Context: an optimization exercise on an open-source flow, tuned for small area, a short achievable clock period and few clock cycles. The choices shown serve that exercise and are no tape-out recipe. The RTL was checked by simulation tests, not by an equivalence proof against the original design. The clock port is modelled as an ideal driver; clocking choices that lean on that would not hold on a real chip. Power figures rest on the tool's default switching activity, not on a simulated workload.

<file path="flow/flow/run.sh">
#!/bin/bash
set -euo pipefail
bash standard.sh cts > log_1_to_cts.txt 2>&1
openroad -no_init -exit flow/skiproot.tcl > log_2_skiproot.txt 2>&1
bash standard.sh finish > log_3_to_finish.txt 2>&1
</file>
<file path="flow/flow/skiproot.tcl">
# Remove the clock tree's root buffer: the clock port net takes over its loads.
set odb orfs/results/sky130hd/linebuf_pad_top/base/4_cts.odb
read_db $odb
set block [ord::get_db_block]
set port [$block findBTerm clk]
set clknet [$port getNet]
set iterms [$clknet getITerms]
if {[llength $iterms] != 1} {
  puts "clock port drives [llength $iterms] pins; left as is"
} else {
  set root [[lindex $iterms 0] getInst]
  set rname [$root getName]
  set rout [$root findITerm X]
  set onet [$rout getNet]
  set loads {}
  foreach it [$onet getITerms] {
    if {[$it isInputSignal]} { lappend loads $it }
  }
  if {[llength $loads] > 4} {
    puts "root drives [llength $loads] pins; left as is"
  } else {
    foreach it $loads {
      $it disconnect
      $it connect $clknet
    }
    [$root findITerm A] disconnect
    $rout disconnect
    odb::dbInst_destroy $root
    odb::dbNet_destroy $onet
    puts "removed root $rname; clock port drives [llength $loads] buffers"
  }
}
write_db $odb
</file>
<file path="flow/standard.sh">
#!/bin/bash
# synth_recipe.tcl (not shown) runs the flow's synth.tcl, then flattens the netlist and writes it again
# the make line also repeats each setting of config.mk as NAME=value (left out here)
make -C /OpenROAD-flow-scripts/flow DESIGN_CONFIG=/design/flow/config.mk WORK_HOME=/design/flow/orfs CLKGATE_MAP_FILE= SYNTH_SCRIPT=/design/flow/synth_recipe.tcl "${@:-finish}"
</file>
<file path="flow/config.mk">
export PLATFORM = sky130hd
export DESIGN_NAME = linebuf_pad_top
export DESIGN_NICKNAME = linebuf_pad_top
export VERILOG_FILES = /design/flow/design.v
export SDC_FILE = /design/flow/constraint.sdc
export NUM_CORES = 4
export LEC_CHECK = 0
export CAP_MARGIN = 20
export CORE_MARGIN = 2
export CORE_UTILIZATION = 65
export CTS_BUF_LIST = sky130_fd_sc_hd__clkbuf_16
export CTS_CLUSTER_DIAMETER = 80
export CTS_CLUSTER_SIZE = 30
export SETUP_SLACK_MARGIN = 3.85
export SLEW_MARGIN = 20
</file>
<file path="flow/constraint.sdc">
create_clock -name core_clock -period 6.0 [get_ports {clk}]
set_input_delay 1.2000 -clock core_clock [delete_from_list [all_inputs] [get_ports {clk}]]
set_output_delay 1.2000 -clock core_clock [all_outputs]
set_load 0.01 [all_outputs]
</file>
<file path="flow/design.v">
module pipe_delay #(
  parameter int WIDTH = 1,
  parameter int DEPTH = 1
) (
  input  logic             clk,
  input  logic             xrst,
  input  logic [WIDTH-1:0] din,
  output logic [WIDTH-1:0] dout
);
  logic [WIDTH-1:0] stage [DEPTH];
  always_ff @(posedge clk) begin
    if (!xrst) begin
      for (int i = 0; i < DEPTH; i++) begin
        stage[i] <= '0;
      end
    end else begin
      stage[0] <= din;
      for (int i = 1; i < DEPTH; i++) begin
        stage[i] <= stage[i-1];
      end
    end
  end
  assign dout = stage[DEPTH-1];
endmodule
module line_mem (
  input  logic        clk,
  input  logic [4:0]  sel,
  input  logic [15:0] din,
  output logic [15:0] dout
);
  logic [15:0] s1;
  logic [15:0] s2  [2];
  logic [15:0] s4  [4];
  logic [15:0] s8  [8];
  logic [15:0] s12 [12];
  logic [15:0] m1, m2, m4, m8, r1, r2;
  always_ff @(posedge clk) begin
    s1 <= din;
    s2[0] <= m1;
    for (int i = 1; i < 2; i++) s2[i] <= s2[i-1];
    r1 <= m2;
    s4[0] <= r1;
    for (int i = 1; i < 4; i++) s4[i] <= s4[i-1];
    s8[0] <= m4;
    for (int i = 1; i < 8; i++) s8[i] <= s8[i-1];
    r2 <= m8;
    s12[0] <= r2;
    for (int i = 1; i < 12; i++) s12[i] <= s12[i-1];
  end
  assign m1   = sel[0] ? s1      : din;
  assign m2   = sel[1] ? s2[1]   : m1;
  assign m4   = sel[2] ? s4[3]   : r1;
  assign m8   = sel[3] ? s8[7]   : m4;
  assign dout = sel[4] ? s12[11] : r2;
endmodule
module window_shift (
  input  logic          clk,
  input  logic [15:0]   pixel,
  input  logic [4:0]    sel1,       
  input  logic [4:0]    sel0,
  input  logic [8:0]    tap_en,     
  output logic [143:0]  win         
);
  logic [15:0] w [9];               
  logic [15:0] u2, u1, u0;          
  logic [15:0] a1, a2, b1, b2;      
  logic [15:0] y1, y0;
  line_mem line1 (.clk(clk), .sel(sel1), .din(a2), .dout(y1));
  line_mem line0 (.clk(clk), .sel(sel0), .din(b2), .dout(y0));
  always_ff @(posedge clk) begin
    u2 <= pixel;
    a1 <= u2;
    a2 <= a1;
    u1 <= y1;
    b1 <= u1;
    b2 <= b1;
    u0 <= y0;
    w[8] <= tap_en[8] ? pixel : 16'd0;
    w[7] <= tap_en[7] ? u2    : 16'd0;
    w[6] <= tap_en[6] ? a1    : 16'd0;
    w[5] <= tap_en[5] ? y1    : 16'd0;
    w[4] <= tap_en[4] ? u1    : 16'd0;
    w[3] <= tap_en[3] ? b1    : 16'd0;
    w[2] <= tap_en[2] ? y0    : 16'd0;
    w[1] <= tap_en[1] ? u0    : 16'd0;
    w[0] <= tap_en[0] ? w[1]  : 16'd0;
  end
  always_comb begin
    for (int t = 0; t < 9; t++)
      win[t*16 +: 16] = w[t];
  end
endmodule
module linebuf_ctrl (
  input  logic        clk,
  input  logic        xrst,
  input  logic [5:0]  img_size,
  input  logic [5:0]  fil_size,
  input  logic [5:0]  pad_size,
  input  logic        req,
  output logic        ack,
  output logic        ready,
  output logic [4:0]  sel1,
  output logic [4:0]  sel0,
  output logic [8:0]  tap_en,       
  output logic        start,
  output logic        valid,
  output logic        stop
);
  logic       pend_v;
  logic [4:0] pend_n1;             
  logic       pend_f1, pend_f2, pend_p1;
  logic       pend_wide;           
  logic       in_busy;
  logic [4:0] in_n1;               
  logic [4:0] in_per1;             
  logic [2:0] in_bub;              
  logic       in_f1, in_f2, in_p1;
  logic       in_r5;               
  logic [4:0] icol, irow;          
  logic       coll, rowl, in_last;
  logic [5:0] hold;                
  logic [6:0] timer;               
  logic [4:0] sdly;
  logic       take, go, fire;
  logic [6:0] d0p1;
  logic       tle1, hle6;          
  logic       o_act;
  logic [4:0] wr, wc;              
  logic [4:0] o_per1;
  logic [2:0] o_vb;                
  logic [2:0] o_bub1;              
  logic       o_p1, o_last, o_n1is0;
  logic       wcl, r0m, r2m, c0m, c2m;
  logic       e_start, e_valid, e_stop;
  assign take      = req && ack;
  assign in_last   = coll && rowl;
  assign go        = pend_v && (!in_busy || in_last) && tle1 &&
                     ((in_busy && in_last) ? in_r5 : hle6);
  assign fire      = timer == 7'd1;
  assign d0p1      = pend_f1 ? 7'd7 :
                     !pend_wide ? (pend_p1 ? 7'd7 : 7'd13) :
                     pend_p1    ? {2'b0, pend_n1} + 7'd3 : {1'b0, pend_n1, 1'b0} + 7'd5;
  always_ff @(posedge clk) begin
    if (!xrst) begin
      pend_v  <= 1'b0;
      ack     <= 1'b1;
      in_busy <= 1'b0;
      ready   <= 1'b0;
      hold    <= '0;
      timer   <= '0;
      tle1    <= 1'b1;
      hle6    <= 1'b1;
      sdly    <= '0;
    end else begin
      if (take) begin
        pend_v <= 1'b1;
        ack    <= 1'b0;
      end else if (go) begin
        pend_v <= 1'b0;
        ack    <= 1'b1;
      end
      if (go) begin
        in_busy <= 1'b1;
        ready   <= 1'b1;
      end else if (in_busy && in_last) begin
        in_busy <= 1'b0;
        ready   <= 1'b0;
      end else if (in_busy) begin
        ready   <= coll || (ready && icol != 5'(in_bub));
      end
      if (in_busy && in_last) begin
        hold <= in_f1 ? 6'd7 : (in_p1 || in_f2) ? {1'b0, in_n1} + 6'd3 : 6'd1;
        hle6 <= !in_f1 && ((!in_p1 && !in_f2) || in_n1 <= 5'd3);
      end else begin
        if (hold != '0)
          hold <= hold - 1'b1;
        hle6 <= hold <= 6'd7;
      end
      if (go) begin
        timer <= d0p1;
        tle1  <= 1'b0;
      end else begin
        if (timer != '0)
          timer <= timer - 1'b1;
        tle1 <= timer <= 7'd2;
      end
      sdly <= {sdly[3:0], go};
    end
  end
  always_ff @(posedge clk) begin
    if (take) begin
      pend_n1   <= 5'(img_size - 6'd1);
      pend_wide <= fil_size[1:0] == 2'd1 || img_size >= 6'd5;
      pend_f1 <= fil_size[1:0] == 2'd1;
      pend_f2 <= fil_size[1:0] == 2'd2;
      pend_p1 <= pad_size[0];
    end
  end
  always_ff @(posedge clk) begin
    if (go) begin
      in_n1   <= pend_n1;
      in_per1 <= pend_wide ? pend_n1 : 5'd4;
      in_bub  <= pend_wide ? 3'd0 : 3'(3'd4 - pend_n1[2:0]);
      in_f1   <= pend_f1;
      in_f2   <= pend_f2;
      in_p1   <= pend_p1;
      in_r5   <= !pend_f1 && ((!pend_p1 && !pend_f2) || pend_n1 <= 5'd2);
      icol    <= pend_wide ? pend_n1 : 5'd4;
      irow    <= pend_n1;
      coll    <= pend_f1 && pend_n1 == '0;
      rowl    <= pend_n1 == '0;
    end else if (in_busy) begin
      if (coll) begin
        icol <= in_per1;
        irow <= irow - 1'b1;
        coll <= in_per1 == '0;
        rowl <= irow == 5'd1;
      end else begin
        icol <= icol - 1'b1;
        coll <= icol == 5'd1;
      end
    end
  end
  always_ff @(posedge clk) begin
    if (sdly[3])
      sel1 <= (in_f1 || in_n1 <= 5'd4) ? 5'd0 :
              in_n1[4] ? {1'b1, in_n1[3:0]} : {1'b0, in_n1[3:2] - 2'd1, in_n1[1:0]};
    if (sdly[4])
      sel0 <= sel1;
  end
  assign o_last = wr == '0 && wc == 5'(o_vb);
  always_ff @(posedge clk) begin
    if (!xrst) begin
      o_act   <= 1'b0;
      e_start <= 1'b0;
      e_valid <= 1'b0;
      e_stop  <= 1'b0;
      start   <= 1'b0;
      valid   <= 1'b0;
      stop    <= 1'b0;
    end else begin
      if (fire) begin
        o_act   <= 1'b1;
        e_start <= 1'b1;
        e_valid <= 1'b1;
        e_stop  <= 1'b0;
      end else if (o_act) begin
        e_start <= 1'b0;
        if (o_last) begin
          o_act   <= 1'b0;
          e_valid <= 1'b0;
          e_stop  <= 1'b1;
        end else begin
          e_valid <= wcl || (e_valid && wc != 5'(o_vb));
        end
      end else begin
        e_start <= 1'b0;
        e_valid <= 1'b0;
        e_stop  <= 1'b0;
      end
      start <= e_start;
      valid <= e_valid;
      stop  <= e_stop;
    end
  end
  always_ff @(posedge clk) begin
    if (fire) begin
      wr      <= (in_f1 || in_p1) ? in_n1 : in_f2 ? 5'(in_n1 - 1'b1) : 5'(in_n1 - 2'd2);
      wc      <= in_per1;
      o_per1  <= in_per1;
      o_vb    <= in_bub + ((in_f1 || in_p1) ? 3'd0 : in_f2 ? 3'd1 : 3'd2);
      o_bub1  <= in_bub + 1'b1;
      o_n1is0 <= in_n1 == '0;
      wcl     <= in_per1 == '0;
      r0m     <= 1'b1;
      r2m     <= in_n1 == '0;
      c0m     <= 1'b1;
      c2m     <= in_n1 == '0;
      o_p1    <= in_p1;
    end else if (wcl) begin
      wc  <= o_per1;
      wr  <= wr - 1'b1;
      wcl <= o_per1 == '0;
      r0m <= 1'b0;
      r2m <= wr == 5'd1;
      c0m <= 1'b1;
      c2m <= o_n1is0;
    end else begin
      wc  <= wc - 1'b1;
      wcl <= wc == 5'd1;
      c0m <= 1'b0;
      c2m <= wc == 5'(o_bub1);
    end
  end
  always_comb begin
    for (int r = 0; r < 3; r++)
      for (int c = 0; c < 3; c++)
        tap_en[r*3+c] = !(o_act && o_p1 &&
                          ((r == 0 && r0m) || (r == 2 && r2m) ||
                           (c == 0 && c0m) || (c == 2 && c2m)));
  end
endmodule
module linebuf_pad_top (
  input  logic          clk,
  input  logic          xrst,
  input  logic [5:0]    img_size,
  input  logic [5:0]    fil_size,
  input  logic [5:0]    pad_size,
  input  logic          req,
  input  logic [15:0]   pixel,
  output logic          ack,
  output logic          ready,
  output logic [143:0]  win,      
  output logic          start,
  output logic          valid,
  output logic          stop
);
  logic [4:0] sel1, sel0;
  logic [8:0] tap_en;
  linebuf_ctrl ctrl_unit (
    .clk      (clk),
    .xrst     (xrst),
    .img_size (img_size),
    .fil_size (fil_size),
    .pad_size (pad_size),
    .req      (req),
    .ack      (ack),
    .ready    (ready),
    .sel1     (sel1),
    .sel0     (sel0),
    .tap_en   (tap_en),
    .start    (start),
    .valid    (valid),
    .stop     (stop)
  );
  window_shift win_shift (
    .clk      (clk),
    .pixel    (pixel),
    .sel1     (sel1),
    .sel0     (sel0),
    .tap_en   (tap_en),
    .win      (win)
  );
endmodule
</file>
==> results.toml, run 1 <==
[grt]
grtUsageTotal_pct = 17.59
first_global_vias = 13840
grt_antenna_before_repair = 1
grt_overflow_total = 0
grt_pass1_wl_um = 71140
grt_max_degree = 49

[worst_setup_path]
setup.reg_to_reg.worst_slack_ns = 4.03
worst-path-buf-inv = 1
worst_flop_to_flop_path_startpoint = "ctrl_unit.timer[1]"
timing.critical_path.slowest_cell_delay_ns = 0.37
cp.arrival_ns = 0.94
critical_path.top_delay_family = "flip-flops"
worstSetupPathDepth = 1
path_cells = "buf_6"
crit_fanout = 2
worstSetupStartpoint = "ctrl_unit.ready"
reg2reg_depth = 7
critical_path_top_delay_cell = "sky130_fd_sc_hd__dfxtp_4"
criticalPathCategory = "register to output pin"
timing.critical_path.to_type = "output pin"
critPathLaunchType = "register"
critPathCapture = "ready"
critPathRequiredTime_ns = 4.80
reg2reg_to = "ctrl_unit.e_valid"

[final_layout]
final_common_cell = "sky130_fd_sc_hd__dfxtp_1"
final_cell_mix = "sky130_fd_sc_hd__dfxtp_1 (1135), sky130_fd_sc_hd__mux2_2 (161), sky130_fd_sc_hd__buf_6 (76)"
area.growth.synth_to_final_pct = 11.48
final_layout_size_suffix_gt1_share_pct = 21.86
n_antenna_cell = 0
finalNetCount = 2250

[synthesis]
synth-async-reset-ratio_pct = 0
synth-compound-area-share_pct = 1.887
yosys-mux-area-fraction_pct = 6.030
simple_gate_portion_of_the_synthesized_area_pct = 5.182
warning_count_from_the_yosys_run = 8
ys_seq_elements = 1275
synth_area_per_cell_sq_um = 15.82
post_synth_num_cell_types = 66
post_synth_instance_area_sq_um = 31560
syn_nets = 2067
sequential_area_share_after_synthesis_pct = 83.00
synth-xor-area-share_pct = 1.166
synthesis.instances = 1995
synth-adder-area-share_pct = 1.411
main_combinational_cell_family_by_area_after_synthesis = "multiplexers"
ys_dominant_reg_cell = "sky130_fd_sc_hd__dfxtp_1"
synth_enable_flop_cells = 67

[power_and_ir_drop]
power.share.combinational_pct = 8.4
seq_power_share_pct = 65.7
internal_power_mw = 11.54
switchingPower_mw = 3.311
peakVddDrop_uv = 273.7
cellPowerDensity_nw_per_um2 = 422.0
leakagePower_nw = 14.63
switching_share_pct = 22.30
power.clock.fraction_pct = 25.9

[status]
outcome = "no timing/DRC/antenna violations"

[timing]
period_share_pct = 35.75
worst-slew-pin-transition_ns = 0.9558
maxClockFrequency_mhz = 466.2
final_hold_viol_count = 0
final-max-slew-violation-count = 0
timing.final.ws_setup_ns = 3.855
finalSetupViolations = 0
fin_tns_setup_ns = 0
timing.max_slew.rel_slack_pct = 36.28
timing.clock.skew_ns = 0.03431
unrepaired_setup_endpoints_after_global_routing = "yes"
final.min_clock_period_ns = 2.145

[clocking]
numClockSinks = 1275
cts_buffers = 49
htreeDepth = 2
clockBufferDepth = 3
hold_buf_cts = 0
cts_root_buf = "sky130_fd_sc_hd__clkbuf_16"
tritoncts = "done"
cts.clk_slew.worst_paths_ns = 0.10
clock_insertion_delay_worst_skew_ns = 0.45

[detailed_routing]
drc = 0
detail_route.wl_per_cell_um = 15.79
post_drt_via_cell_ratio = 4.876
route.final.wire_length_um = 44320
vias = 13680
detail-route-antenna-nets = 0
drt_iter0_markers = 647
drt_pass1_iterations = 4

[floorplan]
starting_density_of_the_core_pct = 65.96
chipWidth_um = 224.4
die_height_um = 224.4
core_area_sq_um = 47850
placement_rows = 80
die_area_sq_um = 50330
boundaryPins = 186

[worst_hold_path]
hp-class = "register to register"
min_from = "win_shift.line1.s12[10][13]"

[placement]
io_buffer_count = 176
detailed_place_hpwl_um = 28140
post_place_setup_slack_ns = 3.307
finalWeightedCongestion = 0.7820

[flow_run]
maximum_capacitance_violations = 0
-- flip-flops by register name, summed over array words and instances (netlist names), 32 cells and up --
register,count
win_shift.line0.s2,32
win_shift.line1.s12,192
win_shift.w,144
win_shift.line0.s4,64
win_shift.line1.s8,128
win_shift.line0.s12,192
win_shift.line1.s4,64
win_shift.line1.s2,32
win_shift.line0.s8,128
-- worst min-delay path by stage --
stage | to | slack [ns] | cells after the start
finish | win_shift.line1.s12[11][13] | 0.32 | 0
global route | win_shift.line1.s4[2][12] | 0.32 | 0
CTS | win_shift.line0.s4[3][11] | 0.31 | 0
detailed placement | win_shift.line1.s12[7][1] | 0.31 | 0
global placement | win_shift.line1.s4[2][4] | 0.31 | 0
floorplan | win_shift.line0.s12[10][0] | 0.31 | 0
-- power by group through the flow --
stage	combinational (mW)	sequential, mW	clock [mW]
CTS	1.26	9.77	4.01
global placement	1.25	9.89	0
global route	1.39	9.85	4.24
detailed placement	1.29	9.94	0
floorplan	0.802	9.85	0
finish	1.25	9.76	3.84
-- cells in the mapped netlist, drive strengths merged (2+ instances only) --
library cell	number	area (sq um)
a211oi	2	15.01
a21oi	34	170.2
a221oi	4	35.03
a22oi	3	22.52
a31oi	3	18.77
a32oi	2	17.52
and2	75	469.2
and2b	2	17.52
and3	66	412.9
buf	27	133.9
clkbuf	32	140.1
dfxtp	1208	24180
edfxtp	67	2012
ha	34	425.4
inv	33	123.9
mux2	161	1813
mux2i	9	90.09
nand2	33	126.4
nand2b	5	31.28
nand3	15	80.08
nand4	2	12.51
nand4b	4	35.03
nor2	44	165.2
nor2b	5	31.28
nor3	14	90.09
nor3b	5	37.54
nor4	3	18.77
o2111ai	2	17.52
o211ai	2	15.01
o21ai	22	110.1
o22ai	2	12.51
o311a	2	20.02
o31a	2	17.52
o31ai	2	15.01
o32ai	3	33.79
or2	2	12.51
or3	4	35.03
xnor2	24	210.2
xor2	18	157.7
-- what timing repair did --
| action | 4_1_cts | 5_1_grt |
|---|---|---|
| buffers inserted | 8 | 4 |
| pin swaps | 0 | 0 |
| endpoints found under the hold margin | 0 | 0 |
| setup endpoints to repair | 151 | 16 |
| gates resized for setup | 755 | 9 |
-- cell type report --
cell class	count	area [sq um]
Sequential cell	1275	26290
Multi-Input combinational cell	626	4966
Clock buffer	49	1226
Clock inverter	14	116.4
Fill cell	3093	12660
Timing Repair Buffer	193	1662
Tap cell	615	769.5
Inverter	34	148.9
-- cells by family after synthesis --
kind of cell	count (synthesis)
buf+inv	94
fa+ha+maj	35
compound gates	93
mux	170
simple gates	286
xor+xnor	42
flops	1275
-- per-stage QoR --
stage / utilization (%) / cells / power (mW) / hold slack (ns) / instance area (sq um)
global placement: 70.73 / 2729 / 11.15 / 0.3095 / 33840
detailed placement: 70.79 / 2730 / 11.23 / 0.3121 / 33870
global route: 73.53 / 2806 / 15.48 / 0.3229 / 35180
floorplan: - / 1995 / 10.65 / 0.3096 / 31560
CTS: 73.41 / 2802 / 15.03 / 0.3140 / 35120
finish: 73.53 / 2806 / 14.85 / 0.3168 / 35180
-- metal layers --
| metal | vias to the layer above | routed length, um | GRT usage, % |
|---|---|---|---|
| li1 | 6868 | - | - |
| met1 | 6505 | 20590 | 23.34 |
| met2 | 246 | 20520 | 29.27 |
| met3 | 64 | 2277 | 4.219 |
| met4 | 0 | 934 | 4.529 |
| met5 | - | 0 | 0 |
Testbench counts, summed over its fixed seeds: cycles 22,692.
==> inputs of run 2 (changes only) <==
--- a/flow/config.mk
+++ b/flow/config.mk
@@ -13,3 +13,3 @@
 export CTS_CLUSTER_SIZE = 30
-export SETUP_SLACK_MARGIN = 3.85
+export SETUP_SLACK_MARGIN = 3.92
 export SLEW_MARGIN = 20
==> results.toml, run 2 <==
[worst_setup_path]
timing.critical_path.to_type = "output pin"
critPathRequiredTime_ns = 4.80
cp.arrival_ns = 0.92
criticalPathCategory = "register to output pin"
timing.critical_path.slowest_cell_delay_ns = 0.38
worst-path-buf-inv = 1
critPathLaunchType = "register"
path_cells = "buf_6"
crit_fanout = 2
critical_path_top_delay_cell = "sky130_fd_sc_hd__dfxtp_4"
critical_path.top_delay_family = "flip-flops"

[detailed_routing]
route.final.wire_length_um = 44230
drt_iter0_markers = 634
post_drt_via_cell_ratio = 4.880
detail-route-antenna-nets = 0
drc = 0
vias = 13730
drt_pass1_iterations = 5
detail_route.wl_per_cell_um = 15.72

[clocking]
clock_insertion_delay_worst_skew_ns = 0.43
cts_buffers = 49
cts.clk_slew.worst_paths_ns = 0.10
htreeDepth = 2
numClockSinks = 1275
clockBufferDepth = 3
tritoncts = "done"
cts_root_buf = "sky130_fd_sc_hd__clkbuf_16"
hold_buf_cts = 0

[status]
outcome = "no timing/DRC/antenna violations"

[grt]
top_usage_layer = "met2"
grtUsageTotal_pct = 17.67
groute.layer.met1.usage_pct = 23.34
grt_antenna_before_repair = 3
grt_pass1_wl_um = 71550
first_global_vias = 14050
grt_max_degree = 49
met3_usage_pct = 3.357
grt_overflow_total = 0
gr-usage-met2_pct = 29.94

[synthesis]
synth_enable_flop_cells = 67
ys_dominant_reg_cell = "sky130_fd_sc_hd__dfxtp_1"
synth_top_cells_by_area = "sky130_fd_sc_hd__dfxtp_1 (77%), sky130_fd_sc_hd__edfxtp_1 (6.4%), sky130_fd_sc_hd__mux2_2 (5.7%), sky130_fd_sc_hd__and2_1 (1.5%), sky130_fd_sc_hd__ha_1 (1.3%)"
yosysTopAreaCellShare_pct = 76.63
synth_area_per_cell_sq_um = 15.82
synth-async-reset-ratio_pct = 0
synth_top_area_cell = "sky130_fd_sc_hd__dfxtp_1"
sequential_area_share_after_synthesis_pct = 83.00
synthesis.instances = 1995
synth.most_common_cell = "sky130_fd_sc_hd__dfxtp_1"
warning_count_from_the_yosys_run = 8
post_synth_num_cell_types = 66
synthTopCellsByCount = "sky130_fd_sc_hd__dfxtp_1 (1208), sky130_fd_sc_hd__mux2_2 (161), sky130_fd_sc_hd__and2_1 (75)"
post_synth_instance_area_sq_um = 31560
ys_seq_elements = 1275
syn_nets = 2067

[final_layout]
final_common_cell = "sky130_fd_sc_hd__dfxtp_1"
final_layout_size_suffix_gt1_share_pct = 22.92
final_area_sq_um = 35390
largestRegisters = "win_shift.line0.s12: 192 flops, win_shift.line1.s12: 192 flops, win_shift.w: 144 flops"
filler_cell_count = 3001
share_of_the_core_filled_with_cells_pct = 73.96
area.growth.synth_to_final_pct = 12.13
finalNetCount = 2256
final_cell_mix = "sky130_fd_sc_hd__dfxtp_1 (1118), sky130_fd_sc_hd__mux2_2 (161), sky130_fd_sc_hd__buf_6 (91)"
final_cell_count_no_fill = 2813

[power_and_ir_drop]
peakVddDrop_uv = 267.9
cellPowerDensity_nw_per_um2 = 420.5
leakagePower_nw = 14.70
p_total_mw = 14.88

[floorplan]
die_height_um = 224.4
core_area_sq_um = 47850
chipWidth_um = 224.4
boundaryPins = 186
placement_rows = 80
starting_density_of_the_core_pct = 65.96
die_area_sq_um = 50330

[placement]
post_place_setup_slack_ns = 3.297
io_buffer_count = 176
placement.cell_area_sq_um = 33870
placedCellCount = 2730
finalWeightedCongestion = 0.7719
detailed_place_hpwl_um = 28120

[timing]
final.min_clock_period_ns = 2.120
timing.max_slew.rel_slack_pct = 34.57
timing.clock.skew_ns = 0.01865
finalSetupViolations = 0
timing.final.ws_setup_ns = 3.880
fin_hold_ws_ns = 0.3266
period_share_pct = 35.33
fin_tns_setup_ns = 0
final_hold_viol_count = 0
final-max-slew-violation-count = 0
maxClockFrequency_mhz = 471.7
worst-slew-pin-transition_ns = 0.9815
unrepaired_setup_endpoints_after_global_routing = "yes"

[worst_hold_path]
hp-class = "register to register"

[flow_run]
maximum_capacitance_violations = 0
-- run 2: cell counts after synthesis --
Identical to the previous run, type by type.
-- run 2: repair_timing --
item / CTS / global route
endpoints found under the hold margin: 0 / 0
setup endpoints to repair: 161 / 161
resized for setup: 742 / 57
pin swaps: 0 / 1
buffers inserted: 12 / 6
-- run 2: layout make-up --
class	instances	area, sq um	share of cell area (%)
flip-flops and latches	1275	26320	74.37
multi-input cells	626	4986	14.09
repair buffers	199	1808	5.109
clock buffers	51	1276	3.606
well taps	615	769.5	2.174
inverters	34	148.9	0.4207
clock inverters	10	75.07	0.2121
diodes	3	7.507	0.02121
-- run 2: worst paths after layout --
path	start	end	slack, ns	depth (start not counted)
min reg2reg	win_shift.u1[8]	win_shift.w[4][8]	0.33	0
min	win_shift.u1[8]	win_shift.w[4][8]	0.33	0
max reg2reg	ctrl_unit.in_n1[1]	ctrl_unit.wr[2]	4.07	5
max	ctrl_unit.ready	ready	3.88	1
-- run 2: report_power, final --
part	total (mW)	switching, mW	internal (mW)
Combinational	1.29	0.636	0.655
Sequential	9.76	0.366	9.39
Clock	3.84	2.28	1.56
-- run 2: kinds of logic after synthesis --
family	Yosys count	share of synthesized area, %
DFF	1275	83.00
and+or+nand+nor	286	5.182
muxes	170	6.030
buffers and inverters	94	1.324
AOI/OAI and AO/OA	93	1.887
xor gates and xnor gates	42	1.166
adders and majority gates	35	1.411
-- run 2: metal layers --
layer | wire, um | up-vias | part of all wire [%]
li1 | - | 6876 | -
met3 | 2105 | 65 | 4.8
met1 | 20370 | 6545 | 46
met4 | 906 | 0 | 2.0
met2 | 20840 | 242 | 47
met5 | 0 | - | 0
==> inputs of run 3 (changes only) <==
--- a/flow/config.mk
+++ b/flow/config.mk
@@ -13,3 +13,3 @@
 export CTS_CLUSTER_SIZE = 30
-export SETUP_SLACK_MARGIN = 3.92
+export SETUP_SLACK_MARGIN = 4.0
 export SLEW_MARGIN = 20
==> results.toml, run 3 <==
[status]
outcome = "no timing/DRC/antenna violations"

[worst_setup_path]
criticalPathCategory = "register to output pin"
timing.critical_path.slowest_cell_delay_ns = 0.37
reg2reg_to = "ctrl_unit.coll"
worst_flop_to_flop_path_startpoint = "ctrl_unit.pend_n1[1]"
cp.arrival_ns = 0.92
critPathLaunchType = "register"
critical_path.top_delay_family = "flip-flops"
critical_path_top_delay_cell = "sky130_fd_sc_hd__dfxtp_4"
crit_fanout = 3
path_cells = "buf_6"
critPathRequiredTime_ns = 4.80
timing.critical_path.to_type = "output pin"
worst-path-buf-inv = 1
setup.reg_to_reg.worst_slack_ns = 4.18
reg2reg_depth = 5

[synthesis]
synth_area_per_cell_sq_um = 15.82
ys_dominant_reg_cell = "sky130_fd_sc_hd__dfxtp_1"
synth-xor-area-share_pct = 1.166
yosys-mux-area-fraction_pct = 6.030
synth.most_common_cell = "sky130_fd_sc_hd__dfxtp_1"
synth_enable_flop_cells = 67
ys_seq_elements = 1275
sequential_area_share_after_synthesis_pct = 83.00
syn_nets = 2067
synth_top_area_cell = "sky130_fd_sc_hd__dfxtp_1"
synth_top_cells_by_area = "sky130_fd_sc_hd__dfxtp_1 (77%), sky130_fd_sc_hd__edfxtp_1 (6.4%), sky130_fd_sc_hd__mux2_2 (5.7%), sky130_fd_sc_hd__and2_1 (1.5%), sky130_fd_sc_hd__ha_1 (1.3%)"
warning_count_from_the_yosys_run = 8
synth-adder-area-share_pct = 1.411
post_synth_num_cell_types = 66
synthesis.instances = 1995
synth-compound-area-share_pct = 1.887
main_combinational_cell_family_by_area_after_synthesis = "multiplexers"
post_synth_instance_area_sq_um = 31560
synthTopCellsByCount = "sky130_fd_sc_hd__dfxtp_1 (1208), sky130_fd_sc_hd__mux2_2 (161), sky130_fd_sc_hd__and2_1 (75)"
simple_gate_portion_of_the_synthesized_area_pct = 5.182
yosysTopAreaCellShare_pct = 76.63
synth-async-reset-ratio_pct = 0

[final_layout]
multi_input_comb_area_sq_um = 5004
area.growth.synth_to_final_pct = 12.38
final_common_cell = "sky130_fd_sc_hd__dfxtp_1"
final_cell_mix = "sky130_fd_sc_hd__dfxtp_1 (1118), sky130_fd_sc_hd__mux2_2 (161), sky130_fd_sc_hd__buf_6 (91)"
finalNetCount = 2265
filler_cell_count = 2988
final_area_sq_um = 35470
seq_area_sq_um = 26320
final_layout_size_suffix_gt1_share_pct = 23.37
largestRegisters = "win_shift.line0.s12: 192 flops, win_shift.line1.s12: 192 flops, win_shift.w: 144 flops"

[floorplan]
boundaryPins = 186
core_area_sq_um = 47850
die_height_um = 224.4
chipWidth_um = 224.4
starting_density_of_the_core_pct = 65.96
placement_rows = 80
die_area_sq_um = 50330

[clocking]
cts.clk_slew.worst_paths_ns = 0.10
clock_insertion_delay_worst_skew_ns = 0.43
clockBufferDepth = 3
tritoncts = "done"
numClockSinks = 1275
hold_buf_cts = 0
cts_root_buf = "sky130_fd_sc_hd__clkbuf_16"
htreeDepth = 2
cts_buffers = 49

[detailed_routing]
route.final.wire_length_um = 44360
drt_pass1_iterations = 4
detail-route-antenna-nets = 0
drc = 0
post_drt_via_cell_ratio = 4.877
vias = 13750
drt_iter0_markers = 737
detail_route.wl_per_cell_um = 15.73

[grt]
grt_max_degree = 49
grt_pass1_wl_um = 71680
first_global_vias = 14080
grt_overflow_total = 0
grtUsageTotal_pct = 17.69
grt_antenna_before_repair = 1

[power_and_ir_drop]
leakagePower_nw = 14.75
cellPowerDensity_nw_per_um2 = 420.2
peakVddDrop_uv = 267.9

[timing]
period_share_pct = 35.26
final.min_clock_period_ns = 2.116
timing.final.ws_setup_ns = 3.885
finalSetupViolations = 0
timing.max_slew.rel_slack_pct = 34.98
maxClockFrequency_mhz = 472.7
worst-slew-pin-transition_ns = 0.9753
final_hold_viol_count = 0
final-max-slew-violation-count = 0
timing.clock.skew_ns = 0.01856
unrepaired_setup_endpoints_after_global_routing = "yes"
fin_tns_setup_ns = 0
fin_hold_ws_ns = 0.3265

[worst_hold_path]
min_from = "win_shift.line1.s8[1][5]"
whs_path_depth = 0
hp-class = "register to register"
holdPathEnd = "win_shift.line1.s8[2][5]"

[placement]
detailed_place_hpwl_um = 28120
post_place_setup_slack_ns = 3.297
placement.cell_area_sq_um = 33870
finalWeightedCongestion = 0.7719
io_buffer_count = 176

[flow_run]
maximum_capacitance_violations = 0
run 3: cell counts after synthesis:
No cell type changed its count.
run 3: metrics by stage:
step | utilization [%] | cells | power, mW
2_1_floorplan | - | 1995 | 10.65
3_3_place_gp | 70.75 | 2729 | 11.14
3_5_place_dp | 70.79 | 2730 | 11.24
4_1_cts | 73.50 | 2808 | 15.05
5_1_grt | 74.13 | 2819 | 15.54
6_report | 74.13 | 2820 | 14.90
run 3: logic make-up after synthesis:
family | Yosys count
AOI/OAI and AO/OA | 93
xor gates and xnor gates | 42
adders and majority gates | 35
buffers and inverters | 94
DFF | 1275
muxes | 170
and+or+nand+nor | 286
run 3: repair_timing:
| action | 4_1_cts | 5_1_grt |
|---|---|---|
| setup buffers | 16 | 11 |
| resized for setup | 745 | 59 |
| setup endpoints to repair | 196 | 187 |
| cloned | 0 | 1 |
| pin swaps | 0 | 2 |
run 3: per-layer routing:
metal	part of all wire (%)	vias to the layer above	routed length, um	global-route usage (%)
li1	-	6892	-	-
met1	46	6567	20410	23.40
met2	47	234	20960	29.95
met3	4.8	61	2125	3.370
met4	2.0	0	866	5.063
met5	0	-	0	0
run 3: area by class of cell:
cell class | instances | area share (%)
sequential | 1275 | 74.20
multi-input combinational | 626 | 14.11
timing repair buffer | 208 | 5.288
clock buffer | 51 | 3.598
tap | 615 | 2.169
inverter | 34 | 0.4198
clock inverter | 10 | 0.2117
antenna | 1 | 0.007055
run 3: worst max path at each step:
stage | start | end | slack, ns | cells after the start
floorplan | img_size[1] | ctrl_unit.pend_n1[4] | 3.89 | 5
global placement | xrst | ctrl_unit.hle6 | 3.30 | 4
detailed placement | xrst | ctrl_unit.timer[0] | 3.30 | 5
CTS | ctrl_unit.ready | ready | 3.65 | 1
global route | win_shift.w[4][15] | win[79] | 3.85 | 1
finish | win_shift.w[4][15] | win[79] | 3.88 | 1
run 3: where the power goes:
group	internal, mW	leakage [nW]	switching [mW]
sequential	9.39	10.8	0.362
clock	1.56	0.684	2.28
combinational	0.667	3.26	0.646
total	11.6	14.8	3.29

==> static timing again, ports no longer ideal <==
How much do the figures lean on ideal ports? The routed layouts below were timed once more, with nothing changed but the port constraints. Step 1: set_driving_cell puts a clkbuf_16 on clk and a buf_2 on each other input, an assumption about the parent block. Step 2 moves the port delays by t, midway between the first and last clock arrival at a register: inputs arrive t later, outputs are due t later. That takes back most of the time a late clock gives input paths. a / b / c = ideal ports / drivers / drivers and shift; a / b = the first two.
run	t (ns)	slack for setup (ns)	hold WS [ns]	latest minus earliest clock arrival (ns)	cell pins on the clock port's net
run 1	0.550	3.855 / 3.735 / 3.424	0.317 / 0.317 / 0.317	0.036 / 0.035	4
run 2	0.541	3.880 / 3.761 / 3.479	0.327 / 0.327 / 0.327	0.022 / 0.022	4
run 3	0.540	3.884 / 3.765 / 3.539	0.326 / 0.326 / 0.326	0.022 / 0.021	4
After both steps every run listed still meets setup and hold. The setup slack of run 1, which loses most, moves by -0.120 ns with the drivers and by -0.431 ns with both steps.
